From an optimization exercise on the open Yosys and OpenROAD flow, aimed at small area, a short achievable clock period and few clock cycles per item; shortcuts taken in it are not production practice. RTL that was checked went through simulation tests only; none was proved equivalent to the original. For runs 5 and 6, only the layout was checked, not whether the RTL still works. No activity file was given, so power comes from the tool's default toggle rates.

<file path="constraint.sdc">
create_clock -name core_clock -period 6.0 [get_ports {sys_clk}]
set_input_delay 1.2000 -clock core_clock [delete_from_list [all_inputs] [get_ports {sys_clk}]]
set_output_delay 1.2000 -clock core_clock [all_outputs]
set_load 0.01 [all_outputs]
</file>
<file path="run.sh">
#!/bin/bash
# synth_recipe.tcl (not shown) runs the flow's synth.tcl, then flattens the netlist and writes it again
# the make line also repeats each setting of config.mk as NAME=value (left out here)
make -C /OpenROAD-flow-scripts/flow DESIGN_CONFIG=/design/flow/config.mk WORK_HOME=/design/flow/orfs CLKGATE_MAP_FILE= SYNTH_SCRIPT=/design/flow/synth_recipe.tcl finish
</file>
<file path="design.v">
`timescale 1ns/1ps
module fp_add_stage1 (
    input  logic [31:0] a,
    input  logic [31:0] b,
    input  logic        op,
    output logic [23:0] x,
    output logic [26:0] y,         
    output logic [7:0]  e,
    output logic        sub,
    output logic        s,
    output logic [1:0]  cls,
    output logic        is
);
    logic [7:0]  ea, eb;
    logic [22:0] fa, fb;
    logic        sa, sb;
    logic        za, zb;
    logic [23:0] ma, mb;
    logic        maxa, maxb;
    logic        nan_a, nan_b, inf_a, inf_b;
    logic        a_lt;
    logic        mag_eq;
    logic [8:0]  dab, dba;
    logic [7:0]  shift;
    logic [23:0] small_m;
    assign sa = a[31];
    assign sb = b[31] ^ op;
    assign ea = a[30:23];
    assign eb = b[30:23];
    assign fa = a[22:0];
    assign fb = b[22:0];
    assign za = (ea == 8'd0);
    assign zb = (eb == 8'd0);
    assign ma = za ? 24'd0 : {1'b1, fa};
    assign mb = zb ? 24'd0 : {1'b1, fb};
    assign maxa  = (ea == 8'hFF);
    assign maxb  = (eb == 8'hFF);
    assign nan_a = maxa & (fa != 23'd0);
    assign nan_b = maxb & (fb != 23'd0);
    assign inf_a = maxa & (fa == 23'd0);
    assign inf_b = maxb & (fb == 23'd0);
    assign sub    = sa ^ sb;
    assign a_lt   = {ea, fa} < {eb, fb};
    assign mag_eq = {ea, fa} == {eb, fb};
    always_comb begin
        if (nan_a | nan_b | (inf_a & inf_b & sub)) begin
            cls = 2'd3;
        end else if (inf_a | inf_b) begin
            cls = 2'd2;
        end else if ((za & zb) | (sub & mag_eq)) begin
            cls = 2'd1;
        end else begin
            cls = 2'd0;
        end
    end
    assign is = inf_a ? sa : sb;
    assign dab   = {1'b0, ea} - {1'b0, eb};
    assign dba   = {1'b0, eb} - {1'b0, ea};
    assign shift = dab[8] ? dba[7:0] : dab[7:0];
    assign x       = a_lt ? mb : ma;
    assign small_m = a_lt ? ma : mb;
    assign e       = a_lt ? eb : ea;
    assign s       = a_lt ? sb : sa;
    logic [25:0] y_sh;
    logic [23:0] lost;
    logic        sticky;
    logic        far;
    assign far = shift[7:5] != 3'd0;
    always_comb begin
        for (int j = 0; j < 24; j++) begin
            lost[j] = far | (shift[4:0] > 5'(j + 2));
        end
    end
    assign y_sh   = far ? 26'd0 : ({small_m, 2'b00} >> shift[4:0]);
    assign sticky = |(small_m & lost);
    assign y      = {y_sh, sticky} ^ {27{sub}};
endmodule
`timescale 1ns/1ps
module fp_add_stage2 (
    input  logic [23:0] x,
    input  logic [26:0] y,         
    input  logic [7:0]  e,
    input  logic        sub,
    input  logic        s,
    input  logic [1:0]  cls,
    input  logic        is,
    output logic [31:0] result
);
    logic [27:0] sum;
    logic [22:0] f_frac;
    logic        f_g, f_st, f_rnd;
    logic [9:0]  f_exp;
    logic [30:0] f_inc;
    logic        f_ovf, f_unf;
    logic        near;
    logic [4:0]  lz;
    logic [24:0] n_sh;
    logic [9:0]  n_exp;
    assign sum = {1'b0, x, 3'b000} + {sub, y} + {27'd0, sub};
    always_comb begin
        if (sum[27]) begin
            f_frac = sum[26:4];
            f_g    = sum[3];
            f_st   = |sum[2:0];
            f_exp  = {2'b00, e} + 10'd1;
        end else if (sum[26]) begin
            f_frac = sum[25:3];
            f_g    = sum[2];
            f_st   = |sum[1:0];
            f_exp  = {2'b00, e};
        end else begin
            f_frac = sum[24:2];
            f_g    = sum[1];
            f_st   = sum[0];
            f_exp  = {2'b00, e} - 10'd1;
        end
    end
    assign f_rnd = f_g & (f_st | f_frac[0]);
    assign f_inc = {f_exp[7:0], f_frac} + {30'd0, f_rnd};
    assign f_ovf = ~f_exp[9] & (f_exp[8] | (f_exp[7:0] == 8'hFF) | (f_inc[30:23] == 8'hFF));
    assign f_unf = f_exp[9] | (f_inc[30:23] == 8'd0);
    assign near = ~(sum[27] | sum[26] | sum[25]);
    always_comb begin
        lz = 5'd24;
        for (int i = 0; i <= 24; i++) begin
            if (sum[i]) lz = 5'(24 - i);
        end
    end
    assign n_sh  = sum[24:0] << lz;
    assign n_exp = {2'b00, e} - 10'd2 - {5'd0, lz};
    always_comb begin
        if (cls == 2'd3) begin
            result = 32'hFFFF_FFFF;
        end else if (cls == 2'd2) begin
            result = {is, 8'hFF, 23'd0};
        end else if (cls == 2'd1) begin
            result = 32'd0;
        end else if (near) begin
            if (n_exp[9] | (n_exp[7:0] == 8'd0)) begin
                result = {s, 31'd0};
            end else begin
                result = {s, n_exp[7:0], n_sh[23:1]};
            end
        end else if (f_ovf) begin
            result = {s, 8'hFF, 23'd0};
        end else if (f_unf) begin
            result = {s, 31'd0};
        end else begin
            result = {s, f_inc};
        end
    end
endmodule
`timescale 1ns/1ps
module fp_add_top (
    input  logic        sys_clk,
    input  logic        sys_rst_n,
    input  logic [31:0] data1_in,
    input  logic [31:0] data2_in,
    input  logic        op,
    input  logic        trig,
    output logic [31:0] data_out,
    output logic        vld
);
    logic        busy;
    logic        accept;
    logic [23:0] x_d, x_q;         
    logic [26:0] y_d, y_q;         
    logic [7:0]  e_d, e_q;         
    logic        sub_d, sub_q;     
    logic        s_d, s_q;         
    logic [1:0]  cls_d, cls_q;     
    logic        is_d, is_q;       
    logic [31:0] result;
    assign accept = trig & ~busy;
    fp_add_stage1 u_s1 (
        .a   (data1_in),
        .b   (data2_in),
        .op  (op),
        .x   (x_d),
        .y   (y_d),
        .e   (e_d),
        .sub (sub_d),
        .s   (s_d),
        .cls (cls_d),
        .is  (is_d)
    );
    always_ff @(posedge sys_clk) begin
        x_q   <= x_d;
        y_q   <= y_d;
        e_q   <= e_d;
        sub_q <= sub_d;
        s_q   <= s_d;
        cls_q <= cls_d;
        is_q  <= is_d;
    end
    fp_add_stage2 u_s2 (
        .x      (x_q),
        .y      (y_q),
        .e      (e_q),
        .sub    (sub_q),
        .s      (s_q),
        .cls    (cls_q),
        .is     (is_q),
        .result (result)
    );
    always_ff @(posedge sys_clk or negedge sys_rst_n) begin
        if (!sys_rst_n) begin
            busy     <= 1'b0;
            vld      <= 1'b0;
            data_out <= '0;
        end else begin
            busy <= accept;
            vld  <= busy;
            if (busy) begin
                data_out <= result;
            end
        end
    end
endmodule
</file>
<file path="config.mk">
export PLATFORM = sky130hd
export DESIGN_NAME = fp_add_top
export DESIGN_NICKNAME = fp_add_top
export VERILOG_FILES = /design/flow/design.v
export SDC_FILE = /design/flow/constraint.sdc
export NUM_CORES = 4
export LEC_CHECK = 0
export CAP_MARGIN = 20
export CORE_MARGIN = 2
export CORE_UTILIZATION = 40
export SLEW_MARGIN = 20
</file>
==> notes.md, run 1 <==
DRT met1 WL=23100 um; CTS Buf Count=9; Fill cells=3148; Worst Tran Pin Value=1.01 ns; P_leak=6.46 nW; crit path DAT=6.04 ns; maximum clock path buffer count=2; min cycle time layout=5.79 ns; top-area cell type share of the netlist area=9.97%; Slew HR=31.9%; CP Buf/Inv Count=3; ys async rst share=34.7%; Post-synth top flop=dfxtp_1; PortBufs=100; post-synth top area cell=dfxtp_1; period utilisation layout=96.5%; worst path cell trace=clkdlybuf4s50_1, inv_1, ha_1, a21o_1, a21o_1, a21o_1, a21o_1, a21oi_1, nor2_1, o41ai_2, nand2_2, buf_4, mux2i_1, or2_2, a2111oi_1, a31oi_1, a2111oi_1, o2111ai_1, xnor2_1; Setup violations, final=0; full die area=33600 um^2; Rows=65; final WL=49800 um; largest family of logic cells by synthesized area=compound AO/OA/AOI/OAI gates; clock latency on the worst-skew pair=0.37 ns; die width=183 um; Max Used Layer=met4; final hold vios=0; total I/O pin count=101; worst hold margin=0.484 ns; WL/cell=21.5 um; vias in the first global route=13700; DR DRC count=0; slowest stage delay, CP=0.58 ns; Max IR drop VDD=0.212 mV; Global Route Usage Sum=29.4%; CTS tree=built; Synth Area in Compound Gates=31.2%; met3 wire len=3750 um; synth cell count leaders=nor2_1 (162), a21oi_1 (141), nand2_1 (139), o21ai_0 (120), mux2i_1 (83); Post-Syn Nets=1873; Hold Buf Count CTS=0; largest net degree at the start of global routing=35; Final Skew=0.0190 ns; Initial Utilization=40.6%; H-Tree Depth=3; WL met2=22000 um; initial drt markers=1333; Nets=2052; Core Area=31600 um^2; hpwl dp=40100 um; GP Congestion=1.00; crit-path max FO=10; drt first pass iters=5; Die Ht=183 um; xor and xnor area share after synthesis=7.28%; area growth from synthesis to layout=22.8%; GRT overflow=0; Seq/Total Area, Yosys=16.6%; YS warnings=3; Max-Cap Viols=0; post-synthesis mux area share=9.18%; top-count cell post-synth=nor2_1; crit-path most repeated cell=a21o_1; Sink Count=98; Post-Syn Area=12900 um^2; Worst-path clk slew=0.08 ns; PD cells=501 nW/um^2; status=no timing/DRC/antenna violations; flops & latches, synth=98; Vias=14400; WP data required=6.25 ns; Via-to-Cell Ratio=6.21; Antenna Nets Post-Route=0; Yosys cell types=107; Crit Path Class=in -> reg; Hold Path Class=reg -> reg; Startpoint Class=input port; Worst setup EP type=flop; Max Transition Viols Final=0; synthesized area per cell=7.45 um^2; Post-Synth Adder-Cell Area=7.94%; Max stage delay cell, worst path=clkdlybuf4s50_1; Antenna diodes=0; fraction of layout cells with a size suffix above 1=15.9%; Root Buffer=clkbuf_16; fmax=173 MHz; Cells after Synth=1726; initial antenna violation count=2; Synth Area in Simple Gates=22.3%; top cells by area, synth=dfxtp_1 (10%), ha_1 (7.4%), dfrtp_1 (6.6%); number of flops mapped to enable cells by yosys=0; Power Total=7.90 mW; delay-heaviest family, CP=compound AO/OA/AOI/OAI gates; first-pass GRT wire length=78000 um
-- kinds of logic (layout without fill, tap and decap cells) --
family,Yosys count,in the layout
AO/OA/AOI/OAI,585,585
AND/OR/NAND/NOR,575,575
flip-flops,98,98
buffers and inverters,175,359
adder cells (fa/ha/maj),80,80
XOR/XNOR,106,106
multiplexers,107,107
-- stage by stage --
step	worst slack (ns)	util, %	setup TNS [ns]	std cells	cell area (um^2)
after floorplan	0.0110	-	0	1726	12900
after global placement	-0.500	48.1	-0.500	2290	15200
after detailed placement	-0.388	48.2	-0.388	2290	15200
after CTS	0.0104	49.1	0	2306	15500
after global routing	-0.103	49.9	-0.187	2312	15800
final	0.211	49.9	0	2312	15800
-- layout make-up --
class	instances	area, um^2	share of cell area (%)
well taps	402	503	3.19
flip-flops and latches	98	2130	13.5
repair buffers	278	2340	14.9
multi-input cells	1453	10300	65.0
inverters	65	245	1.55
clock inverters	6	55.1	0.349
clock buffers	10	239	1.51
-- layer usage --
layer  up-vias  track usage, %
met1      6946            42.4
met3        54            4.73
met5         -               0
li1       6828               -
met2       534            45.6
met4         0            7.17
-- path summary, 6_finish.rpt --
path / slack [ns] / cells after the start / start / end
setup / recovery: 0.21 / 19 / data2_in[15] / y_q[0]$_DFF_P_
hold / removal: 0.48 / 1 / data_out[30]$_DFFE_PN0P_ / data_out[30]$_DFFE_PN0P_
setup reg to reg: 0.25 / 18 / y_q[11]$_DFF_P_ / data_out[27]$_DFFE_PN0P_
hold reg to reg: 0.48 / 1 / data_out[30]$_DFFE_PN0P_ / data_out[30]$_DFFE_PN0P_
max in group asynchronous: 4.44 / 2 / sys_rst_n / busy$_DFF_PN0_
min in group asynchronous: 1.23 / 2 / sys_rst_n / data_out[1]$_DFFE_PN0P_
-- placed cells by master, fill, tap and decap left out, drive strengths merged, types with 13 or more instances in the layout --
cell type / synthesis / layout
a211oi: 27 / 27
a21o: 27 / 27
a21oi: 143 / 143
a22o: 35 / 35
a31oi: 31 / 31
and2: 15 / 15
buf: 33 / 178
clkdlybuf4s50: 0 / 100
dfrtp: 34 / 34
dfxtp: 64 / 64
ha: 76 / 76
inv: 61 / 65
mux2: 17 / 17
mux2i: 83 / 83
nand2: 140 / 140
nand2b: 19 / 19
nand3: 29 / 29
nand4: 27 / 27
nor2: 163 / 163
nor2b: 16 / 16
nor3: 56 / 56
nor4: 31 / 31
o211ai: 20 / 20
o21ai: 129 / 129
o22ai: 16 / 16
o31ai: 16 / 16
or2: 13 / 13
xnor2: 77 / 77
xor2: 29 / 29
-- report_power, final --
group          internal [mW]  switching (mW)
combinational           2.52            3.82
clock                  0.303           0.305
sequential             0.837           0.118
total                   3.66            4.24
-- state kept, by name, summed over array words and instances, names as in the netlist --
signal / count
x_q: 24
y_q: 27
s_q: 1
cls_q: 2
e_q: 8
vld: 1
busy: 1
is_q: 1
sub_q: 1
data_out: 32
-- timing repair --
item | 4_1_cts | 5_1_grt
gates resized for setup | 1 | 48
setup buffers | 0 | 6
setup endpoints to repair | 1 | 31
pin swaps | 0 | 6
Testbench counts, summed over its fixed seeds: cycles 16,000, items 8,000.
==> inputs of run 2 (changes only) <==
--- a/config.mk
+++ b/config.mk
@@ -6,4 +6,5 @@
 export NUM_CORES = 4
 export LEC_CHECK = 0
+export ABC_CLOCK_PERIOD_IN_PS = 4500
 export CAP_MARGIN = 20
 export CORE_MARGIN = 2
==> run 2 against run 1 <==
Effect of this change:
- still clean on timing, DRC and antenna
- clock skew unchanged
- flip-flop and latch count unchanged
- fmax unchanged
- worst hold slack unchanged
- cell count unchanged
- cell area unchanged
- total power unchanged
- synthesized cell count unchanged
- combinational power about the same
- largest power group unchanged
- die area unchanged
- critical path depth unchanged
- non-clock buffer count unchanged
==> notes.md, run 2 <==
top cells by area, synth=dfxtp_1 (10%), ha_1 (7.4%), dfrtp_1 (6.6%); Post-synth top flop=dfxtp_1; Die Ht=183 um (unchanged); Cells after Synth=1726 (unchanged); Sink Count=98 (unchanged); GRT overflow=0 (unchanged); Rows=65 (unchanged); Seq pwr share=12.1% (about the same); hpwl dp=40100 um (unchanged); Post-Syn Area=12900 um^2 (unchanged); Max Transition Viols Final=0 (unchanged); Sw Share=53.7% (unchanged); Max stage delay cell, worst path=clkdlybuf4s50_1; drt first pass iters=5 (unchanged); maximum clock path buffer count=2 (unchanged); crit-path most repeated cell=a21o_1; Nets=2052 (unchanged); largest net degree at the start of global routing=35 (unchanged); Worst Tran Pin Value=1.01 ns (unchanged); top-count cell post-synth=nor2_1; initial antenna violation count=2 (unchanged); Final Util=49.9% (unchanged); die width=183 um (unchanged); slowest stage delay, CP=0.58 ns (about the same); Hold Path Class=reg -> reg; Slew HR=31.9% (unchanged); status=no timing/DRC/antenna violations; Core Area=31600 um^2 (unchanged); GP Congestion=1.00 (unchanged); Final Skew=0.0190 ns (unchanged); Logic pwr share=80.2% (about the same); synth cell count leaders=nor2_1 (162), a21oi_1 (141), nand2_1 (139), o21ai_0 (120), mux2i_1 (83); clock latency on the worst-skew pair=0.37 ns (about the same); CTS Buf Count=9 (unchanged); clock share of power=7.7% (about the same); r2r setup slk=0.25 ns (about the same); Startpoint Class=input port; Antenna Nets Post-Route=0 (unchanged); Initial Utilization=40.6% (unchanged); top-area cell type share of the netlist area=9.97% (unchanged); Seq/Total Area, Yosys=16.6% (unchanged); number of flops mapped to enable cells by yosys=0 (unchanged); period utilisation layout=96.5% (unchanged); Hold Buf Count CTS=0 (unchanged); synthesized area per cell=7.45 um^2 (unchanged); Reg with most FFs=data_out; initial drt markers=1333 (unchanged); Power Total=7.90 mW (unchanged); CP Buf/Inv Count=3 (unchanged); Max IR drop VDD=0.212 mV (unchanged); min cycle time layout=5.79 ns (unchanged); Setup violations, final=0 (unchanged); CTS tree=built; post-synth top area cell=dfxtp_1; Worst setup EP type=flop; YS warnings=3 (unchanged); Post-Syn Nets=1873 (unchanged); Via-to-Cell Ratio=6.21 (unchanged); crit path DAT=6.04 ns (about the same); most frequent cells in the layout=buf_4 (176), nor2_1 (160), nand2_1 (138), a21oi_1 (135), o21ai_0 (117); P_leak=6.46 nW (unchanged); biggest regs=data_out (32), y_q (27), x_q (24); Worst-path clk slew=0.08 ns (about the same); Max-Cap Viols=0 (unchanged); Int Pwr=3.66 mW (unchanged); PD cells=501 nW/um^2 (unchanged); Root Buffer=clkbuf_16; H-Tree Depth=3 (unchanged); worst path cell trace=clkdlybuf4s50_1, inv_1, ha_1, a21o_1, a21o_1, a21o_1, a21o_1, a21oi_1, nor2_1, o41ai_2, nand2_2, buf_4, mux2i_1, or2_2, a2111oi_1, a31oi_1, a2111oi_1, o2111ai_1, xnor2_1; ys async rst share=34.7% (unchanged); Crit Path Class=in -> reg; fmax=173 MHz (unchanged); full die area=33600 um^2 (unchanged); area growth from synthesis to layout=22.8% (unchanged); Global Route Usage Sum=29.4% (unchanged); total I/O pin count=101 (unchanged); delay-heaviest family, CP=compound AO/OA/AOI/OAI gates; max reg flops=32 (unchanged); WL/cell=21.5 um (unchanged); final WL=49800 um (unchanged); vias in the first global route=13700 (unchanged); PortBufs=100 (unchanged); switching pwr=4.24 mW (unchanged); flops & latches, synth=98 (unchanged); fraction of layout cells with a size suffix above 1=15.9% (unchanged); most common cell after layout, fill and taps aside=buf_4; WP data required=6.25 ns (about the same); DR DRC count=0 (unchanged); Antenna diodes=0 (unchanged); first-pass GRT wire length=78000 um (unchanged); Yosys cell types=107 (unchanged); final hold vios=0 (unchanged); Vias=14400 (unchanged); crit-path max FO=10 (unchanged)
-- run 2: cell counts in the layout (fill, tap and decap cells not counted) --
Identical to the previous run, type by type.
-- run 2: cell type report --
type	instances	area [um^2]
clock buffer	10	239
clock inverter	6	55.1
fill	3148	15900
inverter	65	245
multi-input combinational	1453	10300
sequential	98	2130
tap	402	503
timing repair buffer	278	2340
-- run 2: cells by family (layout without fill, tap and decap cells) --
| family | Yosys count | after routing | share of synthesized area (%) |
|---|---|---|---|
| mux | 107 | 107 | 9.18 |
| compound gates | 585 | 585 | 31.2 |
| xor+xnor | 106 | 106 | 7.28 |
| flops | 98 | 98 | 16.6 |
| simple gates | 575 | 575 | 22.3 |
| fa+ha+maj | 80 | 80 | 7.94 |
| buf+inv | 175 | 359 | 5.55 |
-- run 2: final timing paths --
| kind | start | to | depth (start not counted) |
|---|---|---|---|
| setup / recovery | data2_in[15] | y_q[0]$_DFF_P_ | 19 |
| hold / removal | data_out[30]$_DFFE_PN0P_ | data_out[30]$_DFFE_PN0P_ | 1 |
| setup reg to reg | y_q[11]$_DFF_P_ | data_out[27]$_DFFE_PN0P_ | 18 |
| hold reg to reg | data_out[30]$_DFFE_PN0P_ | data_out[30]$_DFFE_PN0P_ | 1 |
| max in group asynchronous | sys_rst_n | busy$_DFF_PN0_ | 2 |
| min in group asynchronous | sys_rst_n | data_out[1]$_DFFE_PN0P_ | 2 |
-- run 2: metal layers --
metal  wire length (um)  vias up  track usage, %
met5                  0        -               0
met4                950        0            7.17
met3               3750       54            4.73
met2              22000      534            45.6
met1              23100     6946            42.4
li1                   -     6828               -
-- run 2: timing repair --
action | 4_1_cts | 5_1_grt
setup buffers | 0 | 6
gates resized for setup | 1 | 48
pin swaps | 0 | 6
setup endpoints to repair | 1 | 31
hold endpoints to repair | 0 | 0
-- run 2: power by group through the flow --
stage	Combinational, mW	Clock, mW	Sequential (mW)
after floorplan	3.87	0	0.975
after global routing	6.82	0.644	0.976
final	6.34	0.608	0.955
after global placement	6.01	0	0.965
after detailed placement	6.01	0	0.968
after CTS	6.04	0.616	0.956
-- run 2: stage by stage --
stage	setup slack [ns]	area, um^2	hold WS, ns	setup TNS, ns	std cells
after detailed placement	-0.388	15200	0.473	-0.388	2290
after global routing	-0.103	15800	0.516	-0.187	2312
final	0.211	15800	0.484	0	2312
after global placement	-0.500	15200	0.466	-0.500	2290
after CTS	0.0104	15500	0.490	0	2306
after floorplan	0.0110	12900	0.352	0	1726
==> inputs of run 3 (changes only) <==
--- a/config.mk
+++ b/config.mk
@@ -6,5 +6,5 @@
 export NUM_CORES = 4
 export LEC_CHECK = 0
-export ABC_CLOCK_PERIOD_IN_PS = 4500
+export ABC_AREA = 1
 export CAP_MARGIN = 20
 export CORE_MARGIN = 2
==> run 3 against run 2 <==
Effect of this change:
- still clean on timing, DRC and antenna
- register-to-register slack improved by 0.24 ns
- cell count grew 15%
- cell area is 7.5% lower
- worst hold slack improved by 0.040 ns
- global-route usage fell by 0.17 points
- critical path depth up 13
- fmax increased by 5.1%
- synthesized cell count is 27% higher
- wire length decreased by 2.8%
- critical endpoint is now data_out[22]$_DFFE_PN0P_
- largest power group unchanged
==> notes.md, run 3 <==
final WL=48400 um (-2.8%); busiest grt layer=met2; Initial Utilization=40.5% (-0.14 points); crit-path most repeated cell=nand2_1; Post-Syn Area=12700 um^2 (-0.87%); top cells by area, synth=nand2_1 (19%), dfxtp_1 (10%), nand3_1 (9.7%); Power Total=7.28 mW (-7.9%); Rows=65 (unchanged); crit-path max FO=8 (-2); CP Launch Point=x_q[7]$_DFF_P_; Global Route Usage Sum=29.2% (-0.17 points); PD cells=499 nW/um^2 (-0.43%); Worst Tran Pin Value=0.934 ns (-0.0807 ns); Die Ht=182 um (-0.42%); WL/cell=18.2 um (-16%); period utilisation layout=91.8% (-4.7 points); synthesized area per cell=5.83 um^2 (-22%); GRT overflow=0 (unchanged); hpwl dp=39700 um (-1.1%); area occupied by multi-input gates=9370 um^2 (-8.7%); Max stage delay cell, worst path=or4_1; Core Area=31500 um^2 (-0.51%); CTS Buf Count=9 (unchanged); fraction of layout cells with a size suffix above 1=6.86% (-9.0 points); Reg with most FFs=data_out; Setup violations, final=0 (unchanged); Startpoint Class=flop; Post-Syn Nets=2333 (+25%); Hold Path Class=reg -> reg; Max IR drop VDD=0.192 mV (-9.4%); Worst-path clk slew=0.07 ns (about the same); clock latency on the worst-skew pair=0.38 ns (about the same); area growth from synthesis to layout=14.6%; Root Buffer=clkbuf_16; Placed Area=14200 um^2 (-6.9%); GP Congestion=0.962 (-4.1%); placed cells=2646 (+16%); Seq/Total Area, Yosys=16.7% (+0.15 points); initial antenna violation count=3 (+1); Worst setup EP type=flop; synth cell count leaders=nand2_1 (646), nand3_1 (247), inv_1 (232), nor2_1 (206), o21ai_0 (122); met3 Resource Use GR=6.21% (+1.5 points); Sw Share=58.1% (+4.4 points); M2 GR Usage=44.1% (-1.5 points); vias in the first global route=14000 (+2.5%); Fill cells=3432 (+9.0%); drt first pass iters=5 (unchanged); Int Pwr=3.05 mW (-17%); H-Tree Depth=3 (unchanged); Via-to-Cell Ratio=5.55 (-11%); min cycle time layout=5.51 ns (-0.282 ns); fmax=182 MHz (+5.1%); initial drt markers=1453 (+9.0%); number of flops mapped to enable cells by yosys=0 (unchanged); cell area after layout=14600 um^2 (-7.5%); FF-to-FF Start=x_q[7]$_DFF_P_; Hold Buf Count CTS=0 (unchanged); final hold vios=0 (unchanged); Max-Cap Viols=0 (unchanged); first-pass GRT wire length=76400 um (-2.0%); max reg flops=32 (unchanged); PortBufs=100 (unchanged); non-filler cells in the finished layout=2662 (+15%); most common cell after layout, fill and taps aside=nand2_1; ys async rst share=34.7% (unchanged); P_leak=7.10 nW (+9.8%); Final Skew=0.0199 ns (+0.000944 ns); largest net degree at the start of global routing=38 (+8.6%); Slew HR=37.1% (+5.2 points); switching pwr=4.23 mW (-0.28%); Vias=14800 (+2.8%); Nets=2402 (+17%); YS warnings=3 (unchanged); register area=2130 um^2 (about the same); DR DRC count=0 (unchanged); maximum clock path buffer count=2 (unchanged); DP Worst Slack=0.166 ns (+0.555 ns); Antenna Nets Post-Route=0 (unchanged); biggest regs=data_out (32), y_q (27), x_q (24); full die area=33300 um^2 (-0.84%); met1 usage=42.5% (+0.12 points); post-synth top area cell=nand2_1; Sink Count=98 (unchanged); slowest stage delay, CP=0.57 ns (about the same); WP data required=6.24 ns (about the same); Cells after Synth=2186 (+27%); most frequent cells in the layout=nand2_1 (642), nand3_1 (247), inv_1 (232), nor2_1 (204), o21ai_0 (122); top-count cell post-synth=nand2_1; crit path DAT=5.75 ns (-0.29 ns); Antenna diodes=0 (unchanged); clock share of power=9.5% (+1.8 points); total I/O pin count=101 (unchanged); Post-synth top flop=dfxtp_1; Max Transition Viols Final=0 (unchanged); Worst Slack Setup Final=0.493 ns (+0.282 ns); Logic pwr share=77.5% (-2.7 points); status=no timing/DRC/antenna violations; min-delay src=data_out[30]$_DFFE_PN0P_; CTS tree=built; die width=182 um (-0.42%); Crit Path Class=reg -> reg; Seq pwr share=13.1% (+1.0 points); Yosys cell types=64 (-40%); flops & latches, synth=98 (unchanged); top-area cell type share of the netlist area=19.0% (+9.1 points)
[run 3: changes by cell type in the layout (fill, tap and decap cells not counted), sizes merged, moves of 23 or more]
cell    before  now
xnor2       77   17
nor2       163  223
a211oi      27    4
a22o        35    0
nand2      140  662
inv         65  245
xor2        29   63
buf        178   40
nor3        56   18
mux2i       83    3
nand3       29  252
a21o        27    4
[run 3: logic make-up after synthesis]
kind of cell,share of synthesized area (%)
AO/OA/AOI/OAI,18.0
XOR/XNOR,5.56
adder cells (fa/ha/maj),7.94
buffers and inverters,10.4
flip-flops,16.7
multiplexers,0.236
AND/OR/NAND/NOR,41.2
[run 3: power groups by stage]
stage	Combinational [mW]	Clock, mW	Sequential (mW)
final	5.64	0.690	0.951
after global routing	6.31	0.730	0.973
after detailed placement	5.48	0	0.965
after CTS	5.51	0.707	0.951
after global placement	5.48	0	0.959
after floorplan	3.82	0	0.976
[run 3: layout make-up]
| type | instances | area share (%) |
|---|---|---|
| timing repair buffer | 140 | 9.00 |
| inverter | 249 | 6.40 |
| tap | 402 | 3.45 |
| sequential | 98 | 14.6 |
| clock buffer | 10 | 1.71 |
| clock inverter | 6 | 0.609 |
| multi-input combinational | 1757 | 64.2 |
[run 3: stage by stage]
| step | util (%) | hold slack, ns | TNS, ns |
|---|---|---|---|
| 6_report | 46.4 | 0.524 | 0 |
| 5_1_grt | 46.4 | 0.549 | -0.494 |
| 4_1_cts | 46.2 | 0.519 | 0 |
| 3_5_place_dp | 45.1 | 0.501 | 0 |
| 3_3_place_gp | 45.1 | 0.495 | 0 |
| 2_1_floorplan | - | 0.352 | 0 |
[run 3: what timing repair did]
action / 4_1_cts / 5_1_grt
gates resized for setup: 0 / 16
buffers inserted: 0 / 0
endpoints found under the setup margin: 0 / 25
[run 3: final timing paths]
kind                                            end  slack [ns]  cells after the start
max in group asynchronous            busy$_DFF_PN0_        4.40                      2
min in group asynchronous   data_out[8]$_DFFE_PN0P_        1.23                      2
setup reg to reg           data_out[22]$_DFFE_PN0P_        0.49                     32
hold / removal             data_out[30]$_DFFE_PN0P_        0.52                      2
hold reg to reg            data_out[30]$_DFFE_PN0P_        0.52                      2
setup / recovery           data_out[22]$_DFFE_PN0P_        0.49                     32
[run 3: worst max-delay path: cells and delay by family, from the launching register on]
family	cells	cell delay, ns
xor+xnor	1	0.52
buf+inv	5	0.44
flops	1	0.31
fa+ha+maj	2	0.72
simple gates	20	2.92
compound gates	4	0.47
[run 3: per-layer routing]
layer	part of all wire [%]	wire [um]
met4	1.7	811
met2	42	20300
met5	0	0
met3	8.1	3900
met1	48	23400
==> inputs of run 4 (changes only) <==
==> flow/run.sh (new file) <==
#!/bin/bash
# Standard layout, with plain buffers on the ports instead of the delay
# cells the port buffering picks by default.
set -euo pipefail
bash standard.sh BUFFER_PORTS_ARGS="-buffer_cell sky130_fd_sc_hd__buf_1" finish > standard.log 2>&1
==> standard.sh (new file) <==
#!/bin/bash
# synth_recipe.tcl (not shown) runs the flow's synth.tcl, then flattens the netlist and writes it again
# the make line also repeats each setting of config.mk as NAME=value (left out here)
make -C /OpenROAD-flow-scripts/flow DESIGN_CONFIG=/design/flow/config.mk WORK_HOME=/design/flow/orfs CLKGATE_MAP_FILE= SYNTH_SCRIPT=/design/flow/synth_recipe.tcl "${@:-finish}"
removed: run.sh
==> run 4 against run 3 <==
Effect of this change:
- non-clock buffer count shrank 2
- utilization shrank 2.1 points
- clock-buffer cell count shrank 1
- clock skew shrank 0.0066 ns
- via count grew 0.30%
- flip-flop and latch count is the same
- die area is the same
- synthesized cell count is the same
- area after synthesis is the same
- cell area shrank 4.5%
- critical endpoint is now y_q[0]$_DFF_P_
- highest routed layer is now met5
==> notes.md, run 4 <==
switching pwr=4.18 mW (-1.3%); final WL=47000 um (-2.7%); drt first pass iters=6 (+1); Seq/Total Area, Yosys=16.7% (unchanged); min-delay src=data_out[6]$_DFFE_PN0P_; synthesized area per cell=5.83 um^2 (unchanged); non-filler cells in the finished layout=2660 (-0.075%); largest family of logic cells by synthesized area=simple AND/OR/NAND/NOR gates; Power Total=7.04 mW (-3.3%); xor and xnor area share after synthesis=5.56% (unchanged); vias in the first global route=13800 (-1.5%); Post-synth top flop=dfxtp_1; WHS Path Cells=2 (unchanged); synth cell count leaders=nand2_1 (646), nand3_1 (247), inv_1 (232), nor2_1 (206), o21ai_0 (122); DR DRC count=0 (unchanged); Seq pwr share=13.4% (+0.3 points); Post-Syn Nets=2333 (unchanged); CTS Buf Count=9 (unchanged); top cells by area, synth=nand2_1 (19%), dfxtp_1 (10%), nand3_1 (9.7%); worst r2r dst=data_out[22]$_DFFE_PN0P_; biggest regs=data_out (32), y_q (27), x_q (24); period utilisation layout=92.2% (+0.45 points); min cycle time layout=5.53 ns (+0.0267 ns); full die area=33300 um^2 (unchanged); largest net degree at the start of global routing=38 (unchanged); Synth Area in Compound Gates=18.0% (unchanged); Nets=2400 (-0.083%); YS warnings=3 (unchanged); FF-to-FF Start=y_q[4]$_DFF_P_; crit-path max FO=8 (unchanged); initial antenna violation count=6 (+3); total I/O pin count=101 (unchanged); Worst-path clk slew=0.07 ns (about the same); WP data required=6.20 ns (-0.04 ns); Startpoint Class=input port; Global Route Usage Sum=28.3% (-0.88 points); Int Pwr=2.86 mW (-6.1%); flops & latches, synth=98 (unchanged); Post-CTS Setup Bufs=0 (unchanged); Root Buffer=clkbuf_16; Hold Path Class=reg -> reg; area growth from synthesis to layout=9.39%; number of flops mapped to enable cells by yosys=0 (unchanged); Logic pwr share=77.5% (about the same); Crit Path Class=in -> reg; Post-Synth Adder-Cell Area=7.94% (unchanged); status=no timing/DRC/antenna violations; post-synth top area cell=nand2_1; Slew HR=30.7% (-6.3 points); most common cell after layout, fill and taps aside=nand2_1; Rows=65 (unchanged); Setup violations, final=0 (unchanged); most frequent cells in the layout=nand2_1 (642), nand3_1 (247), inv_1 (232), nor2_1 (203), o21ai_0 (122); Reg2Reg Depth=40 (+25%); max reg flops=32 (unchanged); Cells after Synth=2186 (unchanged); cell area after layout=13900 um^2 (-4.5%); Vias=14800 (+0.30%); fraction of layout cells with a size suffix above 1=6.86% (about the same); Worst Tran Pin Value=1.04 ns (+0.102 ns); Antenna diodes=0 (unchanged); Core Area=31500 um^2 (unchanged); GP Congestion=0.980 (+1.9%); Sink Count=98 (unchanged); clock share of power=9.1% (-0.4 points); Sw Share=59.3% (+1.2 points); Synth Area in Simple Gates=41.2% (unchanged); TNS Setup=0 ns (unchanged); crit path DAT=5.74 ns (about the same); Max Transition Viols Final=0 (unchanged); maximum clock path buffer count=2 (unchanged); Via-to-Cell Ratio=5.57 (+0.38%); CTS tree=built; top-area cell type share of the netlist area=19.0% (unchanged); Yosys cell types=64 (unchanged); H-Tree Depth=3 (unchanged); Reg with most FFs=data_out; Worst setup EP type=flop; final hold vios=0 (unchanged); Post-Syn Area=12700 um^2 (unchanged); GRT overflow=0 (unchanged); ys async rst share=34.7% (unchanged); post-synthesis mux area share=0.236% (unchanged); Hold Path Sink=data_out[6]$_DFFE_PN0P_; top-count cell post-synth=nand2_1; PD cells=505 nW/um^2 (+1.3%); r2r setup slk=0.47 ns (-0.03 ns); clock latency on the worst-skew pair=0.37 ns (about the same); Die Ht=182 um (unchanged); Final Util=44.3% (-2.1 points); hpwl dp=38900 um (-2.1%); Max-Cap Viols=0 (unchanged); first-pass GRT wire length=74400 um (-2.6%); WL/cell=17.7 um (-2.7%); Placed Area=13500 um^2 (-4.5%); Max IR drop VDD=0.252 mV (+31%); Antenna Nets Post-Route=0 (unchanged); P_leak=6.80 nW (-4.2%); initial drt markers=1415 (-2.6%); Final Skew=0.0133 ns (-0.00658 ns); PortBufs=100 (unchanged); placed cells=2644 (-0.076%); fmax=181 MHz (-0.48%); Initial Utilization=40.5% (unchanged); die width=182 um (unchanged)
-- run 4: stage by stage --
stage          setup WS (ns)  hold slack [ns]
5_1_grt            -0.000118            0.542
2_1_floorplan          0.835            0.352
3_3_place_gp           0.138            0.493
4_1_cts               0.0693            0.525
6_report               0.466            0.521
3_5_place_dp           0.110            0.506
-- run 4: cell type report --
type,instances,area (um^2)
fillers,3471,17500
multi-input cells,1757,9390
flip-flops and latches,98,2130
inverters,249,935
repair buffers,138,662
well taps,402,503
clock buffers,9,225
clock inverters,7,92.6
-- run 4: repair_timing --
| item | in CTS | in global routing |
|---|---|---|
| hold buffers | 0 | 0 |
| setup endpoints to repair | 0 | 23 |
| resized for setup | 0 | 16 |
-- run 4: worst max path at each step --
stage | startpoint | endpoint | slack (ns) | cells past startpoint
finish | data1_in[28] | y_q[0]$_DFF_P_ | 0.47 | 22
global route | y_q[4]$_DFF_P_ | data_out[22]$_DFFE_PN0P_ | -0.0001 | 37
floorplan | y_q[5]$_DFF_P_ | data_out[18]$_DFFE_PN0P_ | 0.84 | 37
global placement | y_q[12]$_DFF_P_ | data_out[8]$_DFFE_PN0P_ | 0.14 | 31
CTS | y_q[12]$_DFF_P_ | data_out[14]$_DFFE_PN0P_ | 0.07 | 31
detailed placement | y_q[12]$_DFF_P_ | data_out[14]$_DFFE_PN0P_ | 0.11 | 31
-- run 4: layer usage --
metal	track usage, %	wire length, um
met5	0	18
met4	6.97	890
met3	5.05	4030
met2	43.1	19700
met1	41.2	22500
-- run 4: cells by family after synthesis --
family,count (synthesis)
muxes,3
buffers and inverters,331
AOI/OAI and AO/OA,377
DFF,98
xor gates and xnor gates,80
and+or+nand+nor,1218
adders and majority gates,79
-- run 4: power by group through the flow --
stage,sequential (mW),combinational [mW],clock [mW]
floorplan,0.976,3.82,0
global placement,0.955,5.30,0
detailed placement,0.959,5.30,0
CTS,0.946,5.33,0.654
global route,0.972,6.11,0.678
finish,0.945,5.45,0.641
-- run 4: worst max-delay path, cell delays in order --
cell	delay, ns
buf_1	0.16
inv_1	0.10
ha_1	0.39
nand2_1	0.18
nor3_1	0.18
inv_1	0.09
o21ai_0	0.71
buf_4	0.27
mux2i_1	0.09
or2_2	0.29
a21oi_1	0.14
nand2_1	0.28
nor2_1	0.26
nand2_1	0.24
nor2_1	0.16
nor2_1	0.05
a211oi_1	0.24
o2111ai_1	0.17
nor2_1	0.24
nand2_1	0.08
nand2_1	0.06
nand2_1	0.15
==> inputs of run 5 (changes only) <==
--- a/design.v
+++ b/design.v
@@ -5,5 +5,5 @@
     input  logic        op,
     output logic [23:0] x,
-    output logic [26:0] y,         
+    output logic [26:0] y,
     output logic [7:0]  e,
     output logic        sub,
@@ -62,22 +62,18 @@
     assign e       = a_lt ? eb : ea;
     assign s       = a_lt ? sb : sa;
-    logic [25:0] y_sh;
-    logic [23:0] lost;
-    logic        sticky;
-    logic        far;
-    assign far = shift[7:5] != 3'd0;
-    always_comb begin
-        for (int j = 0; j < 24; j++) begin
-            lost[j] = far | (shift[4:0] > 5'(j + 2));
-        end
-    end
-    assign y_sh   = far ? 26'd0 : ({small_m, 2'b00} >> shift[4:0]);
-    assign sticky = |(small_m & lost);
-    assign y      = {y_sh, sticky} ^ {27{sub}};
+    always_comb begin
+        logic [49:0] wide;
+        wide = {small_m, 26'd0} >> shift[4:0];
+        if (shift[7:5] != 3'd0) begin
+            y = {26'd0, |small_m};
+        end else begin
+            y = {wide[49:24], |wide[23:0]};
+        end
+    end
 endmodule
 `timescale 1ns/1ps
 module fp_add_stage2 (
     input  logic [23:0] x,
-    input  logic [26:0] y,         
+    input  logic [26:0] y,
     input  logic [7:0]  e,
     input  logic        sub,
@@ -97,5 +93,5 @@
     logic [24:0] n_sh;
     logic [9:0]  n_exp;
-    assign sum = {1'b0, x, 3'b000} + {sub, y} + {27'd0, sub};
+    assign sum = sub ? ({1'b0, x, 3'b000} - {1'b0, y}) : ({1'b0, x, 3'b000} + {1'b0, y});
     always_comb begin
         if (sum[27]) begin
==> run.sh (new file) <==
#!/bin/bash
# synth_recipe.tcl (not shown) runs the flow's synth.tcl, then flattens the netlist and writes it again
# the make line also repeats each setting of config.mk as NAME=value (left out here)
make -C /OpenROAD-flow-scripts/flow DESIGN_CONFIG=/design/flow/config.mk WORK_HOME=/design/flow/orfs CLKGATE_MAP_FILE= SYNTH_SCRIPT=/design/flow/synth_recipe.tcl finish
--- a/config.mk
+++ b/config.mk
@@ -6,5 +6,4 @@
 export NUM_CORES = 4
 export LEC_CHECK = 0
-export ABC_AREA = 1
 export CAP_MARGIN = 20
 export CORE_MARGIN = 2
removed: flow/run.sh
removed: standard.sh
==> run 5 against run 4 <==
Effect of this change:
- now fails the layout checks on setup timing
- flip-flop and latch count stayed put
- synthesized cell count down 11%
- cell count grew 3.6%
- sequential share of layout area is 4.1 points lower
- utilization up 10 points
- via count grew 16%
- register-to-register slack got worse by 0.53 ns
- sequential power is 0.8% lower
- worst hold slack worse by 0.0090 ns
==> notes.md, run 5 <==
Post-Syn Area=14200 um^2 (+11%); max reg flops=32 (unchanged); CTS Buf Count=9 (unchanged); CTS tree=built; CP Buf/Inv Count=4 (unchanged); H-Tree Depth=3 (unchanged); Core Area=35200 um^2 (+12%); Final Skew=0.0146 ns (+0.00128 ns); Worst Slack Setup Final=-0.0661 ns (-0.532 ns); min cycle time layout=6.07 ns (+0.532 ns); Hold Path Class=reg -> reg; TNS Setup=-0.149 ns (-0.149 ns); Reg with most FFs=data_out; fmax=165 MHz (-8.8%); WL/cell=21.7 um (+23%); FF-to-FF Start=y_q[3]$_SDFF_PP0_; Setup violations, final=4 (+4); GRT overflow=0 (unchanged); slowest stage delay, CP=0.56 ns (-0.15 ns); delay-heaviest family, CP=compound AO/OA/AOI/OAI gates; most common cell after layout, fill and taps aside=buf_4; Placed Area=18000 um^2 (+33%); vias in the first global route=16500 (+20%); synth cell count leaders=nand2_1 (196), nor2_1 (168), o21ai_0 (136), inv_1 (124), a21oi_1 (123); most frequent cells in the layout=buf_4 (324), nand2_1 (188), nor2_1 (162), inv_1 (118), o21ai_0 (115); Seq/Total Area, Yosys=15.0% (-1.7 points); placed cells=2717 (+2.8%); Layout Check Fails=setup timing; WHS Path Cells=2 (unchanged); Sink Count=98 (unchanged); top cells by area, synth=dfxtp_1 (9.0%), ha_1 (8.8%), dfrtp_1 (6.0%); Yosys cell types=109 (+70%); crit path DAT=6.39 ns (+0.65 ns); Global Route Usage Sum=31.7% (+3.3 points); Max stage delay cell, worst path=or4_4; YS warnings=3 (unchanged); Max Transition Viols Final=0 (unchanged); Reg2Reg Depth=27 (-33%); initial antenna violation count=2 (-4); biggest regs=data_out (32), y_q (27), x_q (24); final WL=59900 um (+27%); WP data required=6.32 ns (+0.12 ns); Root Buffer=clkbuf_16; ys async rst share=34.7% (unchanged); period utilisation layout=101% (+8.9 points); Via-to-Cell Ratio=6.25 (+12%); min-delay src=data_out[26]$_DFFE_PN0P_; r2r setup slk=-0.07 ns (-0.53 ns); hpwl dp=48400 um (+24%); Vias=17200 (+16%); die width=192 um (+5.5%); post-synth top area cell=dfxtp_1; GP Congestion=0.989 (+0.95%); DR DRC count=0 (unchanged); Cells after Synth=1951 (-11%); total I/O pin count=101 (unchanged); crit-path max FO=5 (-3); first-pass GRT wire length=91700 um (+23%); Hold Buf Count CTS=0 (unchanged); area growth from synthesis to layout=35.2%; full die area=37000 um^2 (+11%); Antenna Nets Post-Route=0 (unchanged); Slew HR=36.1% (+5.4 points); Startpoint Class=flop; Worst-path clk slew=0.07 ns (about the same); PortBufs=100 (unchanged); largest net degree at the start of global routing=43 (+13%); maximum clock path buffer count=2 (unchanged); Max IR drop VDD=0.217 mV (-14%); PD cells=340 nW/um^2 (-33%); Max-Cap Viols=0 (unchanged); Initial Utilization=40.3% (-0.16 points); initial drt markers=1955 (+38%); number of flops mapped to enable cells by yosys=0 (unchanged); P_leak=8.14 nW (+20%); clock latency on the worst-skew pair=0.38 ns (about the same); RSZ-0062 raised after global routing=yes; cell area after layout=19200 um^2 (+38%); Worst Tran Pin Value=0.934 ns (-0.102 ns); Worst path depth=27 (+23%); worst r2r dst=data_out[10]$_DFFE_PN0P_; fraction of layout cells with a size suffix above 1=25.1% (+18 points); Post-synth top flop=dfxtp_1; final hold vios=0 (unchanged); top-count cell post-synth=nand2_1; Post-Syn Nets=2123 (-9.0%); drt first pass iters=8 (+2); Nets=2463 (+2.6%); Die Ht=192 um (+5.5%); non-filler cells in the finished layout=2757 (+3.6%); Hold Path Sink=data_out[26]$_DFFE_PN0P_; Antenna diodes=0 (unchanged); Power Total=6.53 mW (-7.2%); synthesized area per cell=7.28 um^2 (+25%); crit-path most repeated cell=inv_2; flops & latches, synth=98 (unchanged); Crit Path Class=reg -> reg; Worst setup EP type=flop; Rows=69 (+6.2%); status=finished with violations; top-area cell type share of the netlist area=9.02% (-10 points)
run 5: changes by cell type after synthesis, moves of 24 or more:
| cell | previous run | this run |
|---|---|---|
| nand2_1 | 646 | 196 |
| nand3_1 | 247 | 50 |
| inv_1 | 232 | 124 |
| mux2i_1 | 3 | 59 |
| xor2_1 | 62 | 23 |
| nor2_1 | 206 | 168 |
| clkbuf_1 | 52 | 86 |
| nor3_1 | 17 | 49 |
| a22o_1 | 0 | 27 |
| a211oi_1 | 4 | 30 |
| nor2b_1 | 0 | 25 |
| ha_1 | 76 | 100 |
| o221ai_1 | 3 | 27 |
run 5: worst min-delay path, delay by kind of cell (launching register included):
kind           cells  cell delay [ns]
AO/OA/AOI/OAI      1             0.06
flip-flops         1             0.35
multiplexers       1             0.06
run 5: worst max path at each step:
stage                             from                        to  slack, ns
finish               y_q[3]$_SDFF_PP0_  data_out[10]$_DFFE_PN0P_      -0.07
global route         y_q[3]$_SDFF_PP0_  data_out[10]$_DFFE_PN0P_      -0.27
CTS                  y_q[3]$_SDFF_PP0_  data_out[10]$_DFFE_PN0P_    -0.0002
detailed placement   y_q[4]$_SDFF_PP0_   data_out[9]$_DFFE_PN0P_      -0.20
global placement    y_q[10]$_SDFF_PP0_   data_out[1]$_DFFE_PN0P_      -0.05
floorplan           y_q[11]$_SDFF_PP0_   data_out[7]$_DFFE_PN0P_      -0.08
run 5: area by class of cell:
type	count	area [um^2]
multi-input cells	1611	12000
fillers	3480	16000
flip-flops and latches	98	2150
repair buffers	440	3700
clock inverters	4	50.0
clock buffers	12	236
well taps	461	577
inverters	131	493
run 5: logic make-up after synthesis:
| family | Yosys count | synth area share [%] |
|---|---|---|
| buffers and inverters | 243 | 6.67 |
| AOI/OAI and AO/OA | 686 | 34.5 |
| DFF | 98 | 15.0 |
| adders and majority gates | 104 | 9.37 |
| and+or+nand+nor | 678 | 23.9 |
| xor gates and xnor gates | 60 | 3.70 |
| muxes | 82 | 6.85 |
run 5: timing repair:
| action | 4_1_cts | 5_1_grt |
|---|---|---|
| setup buffers | 1 | 24 |
| pin swaps | 6 | 74 |
| gates resized for setup | 13 | 134 |
| gates cloned | 0 | 1 |
| setup endpoints to repair | 20 | 30 |
run 5: layer usage:
metal  global-route usage, %  vias up  wire (um)
met3                    6.82      107       5220
met1                    43.4     8304      26700
li1                        -     8033          -
met5                       0        -          0
met2                    50.0      797      26600
met4                    8.63        0       1420
run 5: per-stage QoR:
stage	worst slack (ns)	hold slack, ns	utilization (%)
after floorplan	-0.0850	0.426	-
after global placement	-0.0462	0.490	51.2
after detailed placement	-0.204	0.496	51.2
after CTS	-0.000215	0.514	52.2
after global routing	-0.273	0.551	54.5
final	-0.0661	0.512	54.5
run 5: power breakdown:
group,total [mW],internal [mW],switching [mW]
clock,0.593,0.325,0.269
sequential,0.937,0.805,0.132
combinational,5.00,2.16,2.84
==> inputs of run 6 (changes only) <==
--- a/design.v
+++ b/design.v
@@ -84,45 +84,24 @@
 );
     logic [27:0] sum;
-    logic [22:0] f_frac;
-    logic        f_g, f_st, f_rnd;
-    logic [9:0]  f_exp;
-    logic [30:0] f_inc;
-    logic        f_ovf, f_unf;
-    logic        near;
     logic [4:0]  lz;
-    logic [24:0] n_sh;
-    logic [9:0]  n_exp;
+    logic [27:0] norm;
+    logic [22:0] frac;
+    logic        guard, rest, rnd;
+    logic [9:0]  exp_pre;
+    logic [30:0] packed_inc;
     assign sum = sub ? ({1'b0, x, 3'b000} - {1'b0, y}) : ({1'b0, x, 3'b000} + {1'b0, y});
     always_comb begin
-        if (sum[27]) begin
-            f_frac = sum[26:4];
-            f_g    = sum[3];
-            f_st   = |sum[2:0];
-            f_exp  = {2'b00, e} + 10'd1;
-        end else if (sum[26]) begin
-            f_frac = sum[25:3];
-            f_g    = sum[2];
-            f_st   = |sum[1:0];
-            f_exp  = {2'b00, e};
-        end else begin
-            f_frac = sum[24:2];
-            f_g    = sum[1];
-            f_st   = sum[0];
-            f_exp  = {2'b00, e} - 10'd1;
+        lz = 5'd27;
+        for (int i = 0; i <= 27; i++) begin
+            if (sum[i]) lz = 5'(27 - i);
         end
     end
-    assign f_rnd = f_g & (f_st | f_frac[0]);
-    assign f_inc = {f_exp[7:0], f_frac} + {30'd0, f_rnd};
-    assign f_ovf = ~f_exp[9] & (f_exp[8] | (f_exp[7:0] == 8'hFF) | (f_inc[30:23] == 8'hFF));
-    assign f_unf = f_exp[9] | (f_inc[30:23] == 8'd0);
-    assign near = ~(sum[27] | sum[26] | sum[25]);
-    always_comb begin
-        lz = 5'd24;
-        for (int i = 0; i <= 24; i++) begin
-            if (sum[i]) lz = 5'(24 - i);
-        end
-    end
-    assign n_sh  = sum[24:0] << lz;
-    assign n_exp = {2'b00, e} - 10'd2 - {5'd0, lz};
+    assign norm  = sum << lz;
+    assign frac  = norm[26:4];
+    assign guard = norm[3];
+    assign rest  = |norm[2:0];
+    assign rnd   = guard & (rest | frac[0]);
+    assign exp_pre    = {2'b00, e} + 10'd1 - {5'd0, lz};
+    assign packed_inc = {exp_pre[7:0], frac} + {30'd0, rnd};
     always_comb begin
         if (cls == 2'd3) begin
@@ -132,16 +111,11 @@
         end else if (cls == 2'd1) begin
             result = 32'd0;
-        end else if (near) begin
-            if (n_exp[9] | (n_exp[7:0] == 8'd0)) begin
-                result = {s, 31'd0};
-            end else begin
-                result = {s, n_exp[7:0], n_sh[23:1]};
-            end
-        end else if (f_ovf) begin
+        end else if (~exp_pre[9] & (exp_pre[8] | (exp_pre[7:0] == 8'hFF)
+                                    | (packed_inc[30:23] == 8'hFF))) begin
             result = {s, 8'hFF, 23'd0};
-        end else if (f_unf) begin
+        end else if (exp_pre[9] | (packed_inc[30:23] == 8'd0)) begin
             result = {s, 31'd0};
         end else begin
-            result = {s, f_inc};
+            result = {s, packed_inc};
         end
     end
==> run 6 against run 5 <==
Effect of this change:
- still fails the layout checks on setup timing
- sequential share of layout area fell by 1.1 points
- critical path depth fell by 1
- setup slack got worse by 0.46 ns
- sequential power rose by 0.4%
- total power rose by 46%
- first-iteration DRC count fell by 39%
- area after synthesis fell by 5.7%
- wire length fell by 5.5%
- fmax fell by 7.1%
- cell count rose by 3.7%
- register-to-register slack got worse by 0.46 ns
- critical endpoint is now data_out[22]$_DFFE_PN0P_
- largest power group unchanged
==> notes.md, run 6 <==
Max stage delay cell, worst path=or4b_4; Synth Area in Compound Gates=31.2% (-3.3 points); TNS Setup=-14.04 ns (-13.89 ns); fmax=153 MHz (-7.1%); non-filler cells in the finished layout=2858 (+3.7%); initial antenna violation count=1 (-1); Via-to-Cell Ratio=5.79 (-7.5%); P_leak=9.35 nW (+15%); r2r setup slk=-0.53 ns (-0.46 ns); Core Area=33300 um^2 (-5.5%); Worst Slack Setup Final=-0.527 ns (-0.461 ns); Seq/Total Area, Yosys=15.9% (+0.91 points); die width=187 um (-2.8%); final hold vios=0 (unchanged); FF-to-FF Start=x_q[10]$_DFF_P_; H-Tree Depth=3 (unchanged); Worst-path clk slew=0.08 ns (about the same); Power Total=9.55 mW (+46%); crit-path max FO=14 (+9); Post-Syn Area=13400 um^2 (-5.7%); area growth from synthesis to layout=59.0%; full die area=35000 um^2 (-5.6%); Startpoint Class=flop; largest net degree at the start of global routing=35 (-19%); Layout Check Fails=setup timing; hpwl dp=46200 um (-4.4%); CTS tree=built; most frequent cells in the layout=buf_4 (638), nor2_1 (132), nand2_1 (116), clkdlybuf4s50_1 (97), inv_1 (94); GP Congestion=1.03 (+4.5%); post-synth top area cell=dfxtp_1; Synth Area in Simple Gates=24.7% (+0.82 points); Post-Synth Adder-Cell Area=9.38% (about the same); clock latency on the worst-skew pair=0.37 ns (about the same); Sink Count=98 (unchanged); placed cells=2781 (+2.4%); drt first pass iters=7 (-1); Initial Utilization=40.2% (-0.082 points); Die Ht=187 um (-2.8%); largest family of logic cells by synthesized area=compound AO/OA/AOI/OAI gates; min cycle time layout=6.53 ns (+0.461 ns); Worst setup EP type=flop; maximum clock path buffer count=2 (unchanged); DR DRC count=0 (unchanged); register area=2150 um^2 (unchanged); Worst Tran Pin Value=0.969 ns (+0.0347 ns); number of flops mapped to enable cells by yosys=0 (unchanged); total I/O pin count=101 (unchanged); Max-Cap Viols=0 (unchanged); Max IR drop VDD=0.243 mV (+12%); cell area after layout=21300 um^2 (+11%); flops & latches, synth=98 (unchanged); Reg2Reg Depth=26 (-3.7%); Rows=67 (-2.9%); slowest stage delay, CP=0.58 ns (+0.02 ns); Yosys cell types=120 (+10%); synth cell count leaders=nor2_1 (135), nand2_1 (121), inv_1 (98), ha_1 (94), a21oi_1 (76); post-synthesis mux area share=7.23% (+0.38 points); Placed Area=19300 um^2 (+6.8%); area occupied by multi-input gates=11700 um^2 (-2.6%); first-pass GRT wire length=88300 um (-3.7%); vias in the first global route=16500 (-0.13%); biggest regs=data_out (32), y_q (27), x_q (24); synthesized area per cell=7.78 um^2 (+6.8%); top-area cell type share of the netlist area=9.57% (+0.55 points); Hold Path Class=reg -> reg; Crit Path Class=reg -> reg; PortBufs=100 (unchanged); most common cell after layout, fill and taps aside=buf_4; Max Transition Viols Final=0 (unchanged); final WL=56600 um (-5.5%); period utilisation layout=109% (+7.7 points); Global Route Usage Sum=31.3% (-0.33 points); max reg flops=32 (unchanged); PD cells=449 nW/um^2 (+32%); CTS Buf Count=9 (unchanged); fraction of layout cells with a size suffix above 1=40.1% (+15 points); Root Buffer=clkbuf_16; initial drt markers=1197 (-39%); Setup violations, final=31 (+27); ys async rst share=34.7% (unchanged); CP Launch Point=x_q[10]$_DFF_P_; Slew HR=34.8% (-1.3 points); top-count cell post-synth=nor2_1; Post-Syn Nets=1888 (-11%); Nets=2571 (+4.4%); YS warnings=3 (unchanged); WP data required=6.27 ns (-0.05 ns); WL/cell=19.8 um (-8.9%); Final Skew=0.0153 ns (+0.000677 ns); Cells after Synth=1722 (-12%); xor and xnor area share after synthesis=5.29% (+1.6 points); Reg with most FFs=data_out; Post-synth top flop=dfxtp_1; status=finished with violations; Hold Buf Count CTS=0 (unchanged); crit path DAT=6.80 ns (+0.41 ns); Fill cells=2835 (-19%); RSZ-0062 raised after global routing=yes; GRT overflow=0 (unchanged); CP endpoint=data_out[22]$_DFFE_PN0P_; Antenna diodes=0 (unchanged); Vias=16500 (-4.1%); Antenna Nets Post-Route=0 (unchanged); top cells by area, synth=dfxtp_1 (9.6%), ha_1 (8.8%), dfrtp_1 (6.4%); worst hold margin=0.510 ns (-0.00205 ns); worst r2r dst=data_out[22]$_DFFE_PN0P_
run 6: cell types whose count changed after synthesis, sizes merged, moves of 20 or more:
cell	change
a21oi	-47
a22o	+20
clkbuf	-37
inv	-25
nand2	-75
o21ai	-62
o22ai	+24
run 6: cell type report:
cell class	count	share of cell area [%]
Timing Repair Buffer	764	29.2
Tap cell	448	2.63
Clock inverter	5	0.218
Sequential cell	98	10.1
Inverter	105	1.88
Clock buffer	11	1.14
Multi-Input combinational cell	1427	54.9
run 6: how the worst min path moves through the flow:
stage / slack [ns] / to / startpoint / cells after the start
after floorplan: 0.40 / vld$_DFF_PN0_ / busy$_DFF_PN0_ / 0
after global routing: 0.52 / data_out[31]$_DFFE_PN0P_ / data_out[31]$_DFFE_PN0P_ / 1
after detailed placement: 0.50 / data_out[31]$_DFFE_PN0P_ / data_out[31]$_DFFE_PN0P_ / 1
after CTS: 0.51 / data_out[31]$_DFFE_PN0P_ / data_out[31]$_DFFE_PN0P_ / 1
after global placement: 0.49 / data_out[31]$_DFFE_PN0P_ / data_out[31]$_DFFE_PN0P_ / 1
final: 0.51 / data_out[31]$_DFFE_PN0P_ / data_out[31]$_DFFE_PN0P_ / 1
run 6: power breakdown:
part / internal (mW) / total, mW / switching (mW) / leakage, nW
clock network: 0.300 / 0.567 / 0.268 / 0.136
logic: 3.93 / 8.04 / 4.11 / 8.28
registers: 0.824 / 0.941 / 0.118 / 0.931
run 6: kinds of logic after synthesis:
family,after synthesis
DFF,98
xor gates and xnor gates,77
and+or+nand+nor,612
AOI/OAI and AO/OA,554
muxes,86
adders and majority gates,98
buffers and inverters,197
run 6: critical path: cells and delay by family (launching register included):
family,cells,cell delay (ns)
simple gates,8,2.86
compound gates,11,1.88
buf+inv,4,0.71
fa+ha+maj,2,0.41
flops,1,0.35
mux,1,0.22
run 6: routing by layer:
metal	global-route usage, %	vias to the layer above	part of all wire, %
li1	-	7906	-
met1	39.5	7917	43
met2	54.5	571	48
met3	3.43	145	5.1
met4	12.6	2	4.0
met5	0	-	0.025
run 6: timing repair:
action / in CTS / in global routing
cloned: 2 / 3
endpoints found under the setup margin: 32 / 33
setup buffers: 32 / 26
resized for setup: 133 / 106
pin swaps: 51 / 45
run 6: metrics by stage:
| stage | util, % | setup WS, ns |
|---|---|---|
| 2_1_floorplan | - | -0.464 |
| 3_3_place_gp | 57.9 | -0.806 |
| 3_5_place_dp | 57.9 | -0.863 |
| 4_1_cts | 61.7 | -0.423 |
| 5_1_grt | 64.0 | -0.742 |
| 6_report | 64.0 | -0.527 |

## afterwards: timing with drivers on the ports
Ports are ideal in the flow. The routed layouts listed here were re-timed in OpenROAD. Step 1: set_driving_cell puts a clkbuf_16 on sys_clk and a buf_2 on each other input, an assumption about the parent block. Step 2 times the ports against the registers' clock, not the clock port: input delays grow and output delays shrink by t, the midpoint of the rising clock arrivals with the driver on. Three values: ideal, step 1, step 2; two values: the first two.
run | shift t [ns] | setup WS [ns] | worst setup path after step 2 | worst data-port slew with drivers (ns)
run 1 | 0.419 | 0.211 / 0.243 / -0.176 | input to register | 0.04
run 2 | 0.419 | 0.211 / 0.243 / -0.176 | input to register | 0.04
run 3 | 0.419 | 0.493 / 0.493 / 0.246 | input to register | 0.05
run 4 | 0.418 | 0.466 / 0.471 / 0.078 | input to register | 0.05
run 5 | 0.422 | -0.066 / -0.066 / -0.066 | register to register | 0.04
run 6 | 0.410 | -0.527 / -0.527 / -0.527 | register to register | 0.05
With both steps, setup timing fails in run 1 and run 2, where it was met with ideal ports. For run 4, which loses most, drivers alone change the setup slack by +0.005 ns; drivers and shift together by -0.388 ns.
